Context: an optimization exercise on an open-source flow, tuned for small area. The choices shown serve that exercise and are no tape-out recipe. Only simulation tests tie the RTL to the original design; equivalence was not proved. Power figures rest on the tool's default switching activity, not on a simulated workload.

==> 03-12: inputs <==
==> flow/design.v <==
package bp_pkg;
  localparam int BP_IDX_W = 6;
  localparam int BP_TAG_W = 8;
  typedef enum logic [1:0] {
    SNT = 2'b00,
    WNT = 2'b01,
    WT  = 2'b10,
    ST  = 2'b11
  } ctr_t;
  localparam logic [4:0] OPC_BRANCH = 5'b11000;
  localparam ctr_t       CTR_ALLOC  = WT;
endpackage
module bp_sat_ctr (
  input  bp_pkg::ctr_t ctr_i,
  input  logic         taken_i,
  output bp_pkg::ctr_t ctr_o
);
  always_comb begin
    ctr_o = ctr_i;
    if (taken_i) begin
      if (ctr_i != bp_pkg::ST) ctr_o = bp_pkg::ctr_t'(ctr_i + 2'd1);
    end else begin
      if (ctr_i != bp_pkg::SNT) ctr_o = bp_pkg::ctr_t'(ctr_i - 2'd1);
    end
  end
endmodule
module bp_hold (
  input  logic q_i,
  input  logic d_i,
  input  logic w_i,
  input  logic wn_i,
  output logic q_o
);
  assign q_o = (q_i | w_i) & (d_i | wn_i);
endmodule
module bp_mux64 (
  input  logic [63:0] d_i,
  input  logic [63:0] s_i,
  output logic        y_o
);
  logic [21:0] g_n;
  for (genvar g = 0; g < 21; g++) begin : g_grp
    bp_aoi3 u_g (.d_i(d_i[3*g+:3]), .s_i(s_i[3*g+:3]), .y_no(g_n[g]));
  end
  assign g_n[21] = ~(d_i[63] & s_i[63]);
  assign y_o = ~&g_n;
endmodule
module bp_aoi3 (
  input  logic [2:0] d_i,
  input  logic [2:0] s_i,
  output logic       y_no
);
  assign y_no = ~|(d_i & s_i);
endmodule
module branch_predictor (
  input  logic        clk_i,
  input  logic        rst_ni,
  input  logic [31:0] pc_i,
  output logic        pred_taken_o,
  output logic [31:0] pred_target_o,
  input  logic        upd_valid_i,
  input  logic [7:0]  upd_op_i,
  input  logic [31:0] upd_pc_i,
  input  logic        upd_taken_i,
  input  logic [31:0] upd_target_i,
  input  logic        upd_pred_taken_i,
  input  logic [31:0] upd_pred_target_i,
  output logic        flush_o,
  output logic [31:0] redirect_pc_o
);
  localparam int DEPTH = 64;
  logic [DEPTH-1:0]       vld_q;
  logic [DEPTH-1:0][7:0]  tag_q;
  logic [DEPTH-1:0][31:0] tgt_q;
  logic [DEPTH-1:0][1:0]  ctr_q;
  logic [5:0]       l_idx, u_idx;
  logic [7:0]       l_tag, u_tag;
  logic [DEPTH-1:0] l_sel, u_sel;
  assign l_idx = pc_i[7:2];
  assign l_tag = pc_i[15:8];
  assign u_idx = upd_pc_i[7:2];
  assign u_tag = upd_pc_i[15:8];
  always_comb begin
    for (int i = 0; i < DEPTH; i++) begin
      l_sel[i] = (l_idx == i);
      u_sel[i] = (u_idx == i);
    end
  end
  localparam int LW = 1 + 8 + 1 + 32;
  localparam int UW = 1 + 8 + 2;
  logic [LW-1:0][DEPTH-1:0] l_col;
  logic [UW-1:0][DEPTH-1:0] u_col;
  logic [LW-1:0]            l_rd;
  logic [UW-1:0]            u_rd;
  always_comb begin
    for (int i = 0; i < DEPTH; i++) begin
      l_col[0][i] = vld_q[i];
      l_col[1][i] = ctr_q[i][1];
      for (int b = 0; b < 8; b++)  l_col[2+b][i]  = tag_q[i][b];
      for (int b = 0; b < 32; b++) l_col[10+b][i] = tgt_q[i][b];
      u_col[0][i] = vld_q[i];
      u_col[1][i] = ctr_q[i][0];
      u_col[2][i] = ctr_q[i][1];
      for (int b = 0; b < 8; b++)  u_col[3+b][i]  = tag_q[i][b];
    end
  end
  for (genvar b = 0; b < LW; b++) begin : g_lrd
    bp_mux64 u_m (.d_i(l_col[b]), .s_i(l_sel), .y_o(l_rd[b]));
  end
  for (genvar b = 0; b < UW; b++) begin : g_urd
    bp_mux64 u_m (.d_i(u_col[b]), .s_i(u_sel), .y_o(u_rd[b]));
  end
  logic        l_hit;
  logic        u_hit, upd_en;
  bp_pkg::ctr_t u_ctr, ctr_nxt, ctr_wd;
  always_comb begin
    l_hit         = l_rd[0] && (l_rd[9:2] == l_tag);
    pred_taken_o  = l_hit && l_rd[1];
    pred_target_o = pred_taken_o ? l_rd[41:10] : pc_i + 32'd4;
    u_ctr         = bp_pkg::ctr_t'(u_rd[2:1]);
    u_hit         = u_rd[0] && (u_rd[10:3] == u_tag);
    upd_en        = upd_valid_i && (upd_op_i[4:0] == bp_pkg::OPC_BRANCH);
  end
  bp_sat_ctr u_ctr_nxt (
    .ctr_i   (u_ctr),
    .taken_i (upd_taken_i),
    .ctr_o   (ctr_nxt)
  );
  assign ctr_wd = u_hit ? ctr_nxt : bp_pkg::CTR_ALLOC;
  logic [DEPTH-1:0] wr_t, wr_c;
  always_comb begin
    for (int i = 0; i < DEPTH; i++) begin
      wr_t[i] = upd_en & u_sel[i] & upd_taken_i;
      wr_c[i] = upd_en & u_sel[i] & (upd_taken_i | u_hit);
    end
  end
  logic [DEPTH-1:0][7:0]  tag_d;
  logic [DEPTH-1:0][31:0] tgt_d;
  logic [DEPTH-1:0][1:0]  ctr_d;
  for (genvar i = 0; i < DEPTH; i++) begin : g_ent
    for (genvar b = 0; b < 8; b++) begin : g_tag
      bp_hold u_h (.q_i(tag_q[i][b]), .d_i(u_tag[b]), .w_i(wr_t[i]), .wn_i(~wr_t[i]),
                   .q_o(tag_d[i][b]));
    end
    for (genvar b = 0; b < 32; b++) begin : g_tgt
      bp_hold u_h (.q_i(tgt_q[i][b]), .d_i(upd_target_i[b]), .w_i(wr_t[i]), .wn_i(~wr_t[i]),
                   .q_o(tgt_d[i][b]));
    end
    for (genvar b = 0; b < 2; b++) begin : g_ctr
      bp_hold u_h (.q_i(ctr_q[i][b]), .d_i(ctr_wd[b]), .w_i(wr_c[i]), .wn_i(~wr_c[i]),
                   .q_o(ctr_d[i][b]));
    end
  end
  always_ff @(posedge clk_i) begin
    tag_q <= tag_d;
    tgt_q <= tgt_d;
    ctr_q <= ctr_d;
  end
  always_ff @(posedge clk_i or negedge rst_ni) begin
    if (!rst_ni) vld_q <= '0;
    else         vld_q <= vld_q | wr_t;
  end
  assign flush_o = upd_en &&
                   ((upd_taken_i != upd_pred_taken_i) ||
                    (upd_taken_i && (upd_target_i != upd_pred_target_i)));
  assign redirect_pc_o = upd_taken_i ? upd_target_i : upd_pc_i + 32'd4;
endmodule
==> flow/run.sh <==
#!/bin/bash
# synth_recipe.tcl (not shown) runs the flow's synth.tcl, then flattens the netlist and writes it again
# the make line also repeats each setting of config.mk as NAME=value (left out here)
make -C /OpenROAD-flow-scripts/flow DESIGN_CONFIG=/design/flow/config.mk WORK_HOME=/design/flow/orfs CLKGATE_MAP_FILE= SYNTH_SCRIPT=/design/flow/synth_recipe.tcl finish
==> flow/config.mk <==
export PLATFORM = sky130hd
export DESIGN_NAME = branch_predictor
export DESIGN_NICKNAME = branch_predictor
export VERILOG_FILES = /design/flow/design.v
export SDC_FILE = /design/flow/constraint.sdc
export NUM_CORES = 4
export LEC_CHECK = 0
export CAP_MARGIN = 20
export CORE_MARGIN = 2
export CORE_UTILIZATION = 60
export SLEW_MARGIN = 20
export SYNTH_HIERARCHICAL = 1
==> flow/constraint.sdc <==
create_clock -name core_clock -period 12.0 [get_ports {clk_i}]
set_input_delay 2.4000 -clock core_clock [delete_from_list [all_inputs] [get_ports {clk_i}]]
set_output_delay 2.4000 -clock core_clock [all_outputs]
set_load 0.01 [all_outputs]
==> 08-10 (differences from 03-12) <==
==> flow/design.v, changed modules only <==
module branch_predictor (
  input  logic        clk_i,
  input  logic        rst_ni,
  input  logic [31:0] pc_i,
  output logic        pred_taken_o,
  output logic [31:0] pred_target_o,
  input  logic        upd_valid_i,
  input  logic [7:0]  upd_op_i,
  input  logic [31:0] upd_pc_i,
  input  logic        upd_taken_i,
  input  logic [31:0] upd_target_i,
  input  logic        upd_pred_taken_i,
  input  logic [31:0] upd_pred_target_i,
  output logic        flush_o,
  output logic [31:0] redirect_pc_o
);
  localparam int DEPTH = 64;
  logic [DEPTH-1:0]       vld_q;
  logic [DEPTH-1:0][7:0]  tag_q;
  logic [DEPTH-1:0][31:0] tgt_q;
  logic [DEPTH-1:0][1:0]  ctr_q;
  logic [5:0]       l_idx, u_idx;
  logic [7:0]       l_tag, u_tag;
  logic [DEPTH-1:0] l_sel, u_sel;
  assign l_idx = pc_i[7:2];
  assign l_tag = pc_i[15:8];
  assign u_idx = upd_pc_i[7:2];
  assign u_tag = upd_pc_i[15:8];
  always_comb begin
    for (int i = 0; i < DEPTH; i++) begin
      l_sel[i] = (l_idx == i);
      u_sel[i] = (u_idx == i);
    end
  end
  logic        l_vld, l_c1, l_hit;
  logic [7:0]  l_tg;
  logic [31:0] l_tgt;
  always_comb begin
    l_vld = 1'b0;
    l_c1  = 1'b0;
    l_tg  = '0;
    l_tgt = '0;
    for (int i = 0; i < DEPTH; i++) begin
      l_vld = l_vld | (l_sel[i] & vld_q[i]);
      l_c1  = l_c1  | (l_sel[i] & ctr_q[i][1]);
      l_tg  = l_tg  | ({8{l_sel[i]}}  & tag_q[i]);
      l_tgt = l_tgt | ({32{l_sel[i]}} & tgt_q[i]);
    end
    l_hit         = l_vld && (l_tg == l_tag);
    pred_taken_o  = l_hit && l_c1;
    pred_target_o = pred_taken_o ? l_tgt : pc_i + 32'd4;
  end
  logic          u_vld, u_hit, upd_en;
  logic [7:0]    u_tg;
  bp_pkg::ctr_t  u_ctr, ctr_nxt, ctr_wd;
  always_comb begin
    u_vld = 1'b0;
    u_tg  = '0;
    u_ctr = bp_pkg::SNT;
    for (int i = 0; i < DEPTH; i++) begin
      u_vld = u_vld | (u_sel[i] & vld_q[i]);
      u_tg  = u_tg  | ({8{u_sel[i]}} & tag_q[i]);
      u_ctr = bp_pkg::ctr_t'(u_ctr | ({2{u_sel[i]}} & ctr_q[i]));
    end
    u_hit  = u_vld && (u_tg == u_tag);
    upd_en = upd_valid_i && (upd_op_i[4:0] == bp_pkg::OPC_BRANCH);
  end
  bp_sat_ctr u_ctr_nxt (
    .ctr_i   (u_ctr),
    .taken_i (upd_taken_i),
    .ctr_o   (ctr_nxt)
  );
  assign ctr_wd = u_hit ? ctr_nxt : bp_pkg::CTR_ALLOC;
  logic [DEPTH-1:0] wr_t, wr_c;
  always_comb begin
    for (int i = 0; i < DEPTH; i++) begin
      wr_t[i] = upd_en & u_sel[i] & upd_taken_i;
      wr_c[i] = upd_en & u_sel[i] & (upd_taken_i | u_hit);
    end
  end
  always_ff @(posedge clk_i) begin
    for (int i = 0; i < DEPTH; i++) begin
      tag_q[i] <= (tag_q[i] | {8{wr_t[i]}})  & (u_tag        | {8{~wr_t[i]}});
      tgt_q[i] <= (tgt_q[i] | {32{wr_t[i]}}) & (upd_target_i | {32{~wr_t[i]}});
      ctr_q[i] <= (ctr_q[i] | {2{wr_c[i]}})  & (ctr_wd       | {2{~wr_c[i]}});
    end
  end
  always_ff @(posedge clk_i or negedge rst_ni) begin
    if (!rst_ni) vld_q <= '0;
    else         vld_q <= vld_q | wr_t;
  end
  assign flush_o = upd_en &&
                   ((upd_taken_i != upd_pred_taken_i) ||
                    (upd_taken_i && (upd_target_i != upd_pred_target_i)));
  assign redirect_pc_o = upd_taken_i ? upd_target_i : upd_pc_i + 32'd4;
endmodule
// module bp_hold removed
// module bp_mux64 removed
// module bp_aoi3 removed
--- a/flow/config.mk
+++ b/flow/config.mk
@@ -8,5 +8,4 @@
 export CAP_MARGIN = 20
 export CORE_MARGIN = 2
-export CORE_UTILIZATION = 60
+export CORE_UTILIZATION = 40
 export SLEW_MARGIN = 20
-export SYNTH_HIERARCHICAL = 1
==> qor summary <==
metric                                                                08-10       03-12
Power per standard cell area                                     161 nW/µm²  163 nW/µm²
Design Area, Final                                               128000 µm²  115000 µm²
Min Tclk post-route                                                11.77 ns    11.37 ns
Result of the run                          no timing/DRC/antenna violations  no timing/DRC/antenna violations
Part of the total power dissipated in combinational logic              5.1%        3.6%
Fraction of area in registers                                         64.3%       48.1%
Met3 global-route usage                                               18.3%       22.7%
Met2 Resource Use GR                                                  64.9%       69.2%
Sequential logic power                                              10.5 mW     9.26 mW
Number of iterations in the first detailed-routing pass                   7          14
Sequential share of power                                             51.1%       49.2%
Minimum setup slack in the final design                            0.235 ns    0.631 ns
Routed via count                                                      87500       91500
#MultiIn Comb                                                          3712        5067
Proportion of synthesized area in mux cells                          0.846%      0.104%
Synthesized net count                                                  7057        8117
Layout cells sized above 1                                            17.8%       12.0%
Total clock buffers created by CTS                                      299         289
Total met2 wirelength after detailed routing                      273000 µm   174000 µm
IR drop worst, VDD                                               0.000117 V  0.000173 V
Number of cell instances on the worst register-to-register path           9          11

[afterwards: timing with drivers on the ports]
The flow's constraints put no driver on any port. The routed layouts listed below were extracted and timed again, unchanged, in two steps. Step 1 assumes that a clkbuf_16 drives the clock port and a buf_2 every other input. Step 2, shift: input delay + t, output delay - t, t = (earliest + latest rising clock arrival at the registers) / 2. This alone moves slack from input paths to output paths. Slacks: ideal / step 1 / step 2; pairs: ideal / step 1.
run	t (ns)	slack for setup (ns)	worst slew at a driven data input, ns
03-12	1.044	0.631 / 0.586 / 0.586	0.14
08-10	0.992	0.234 / 0.205 / 0.205	0.15
After both steps setup and hold are still met in every run listed. For 03-12, which loses most, drivers alone change the setup slack by -0.045 ns; drivers and shift together by -0.045 ns.
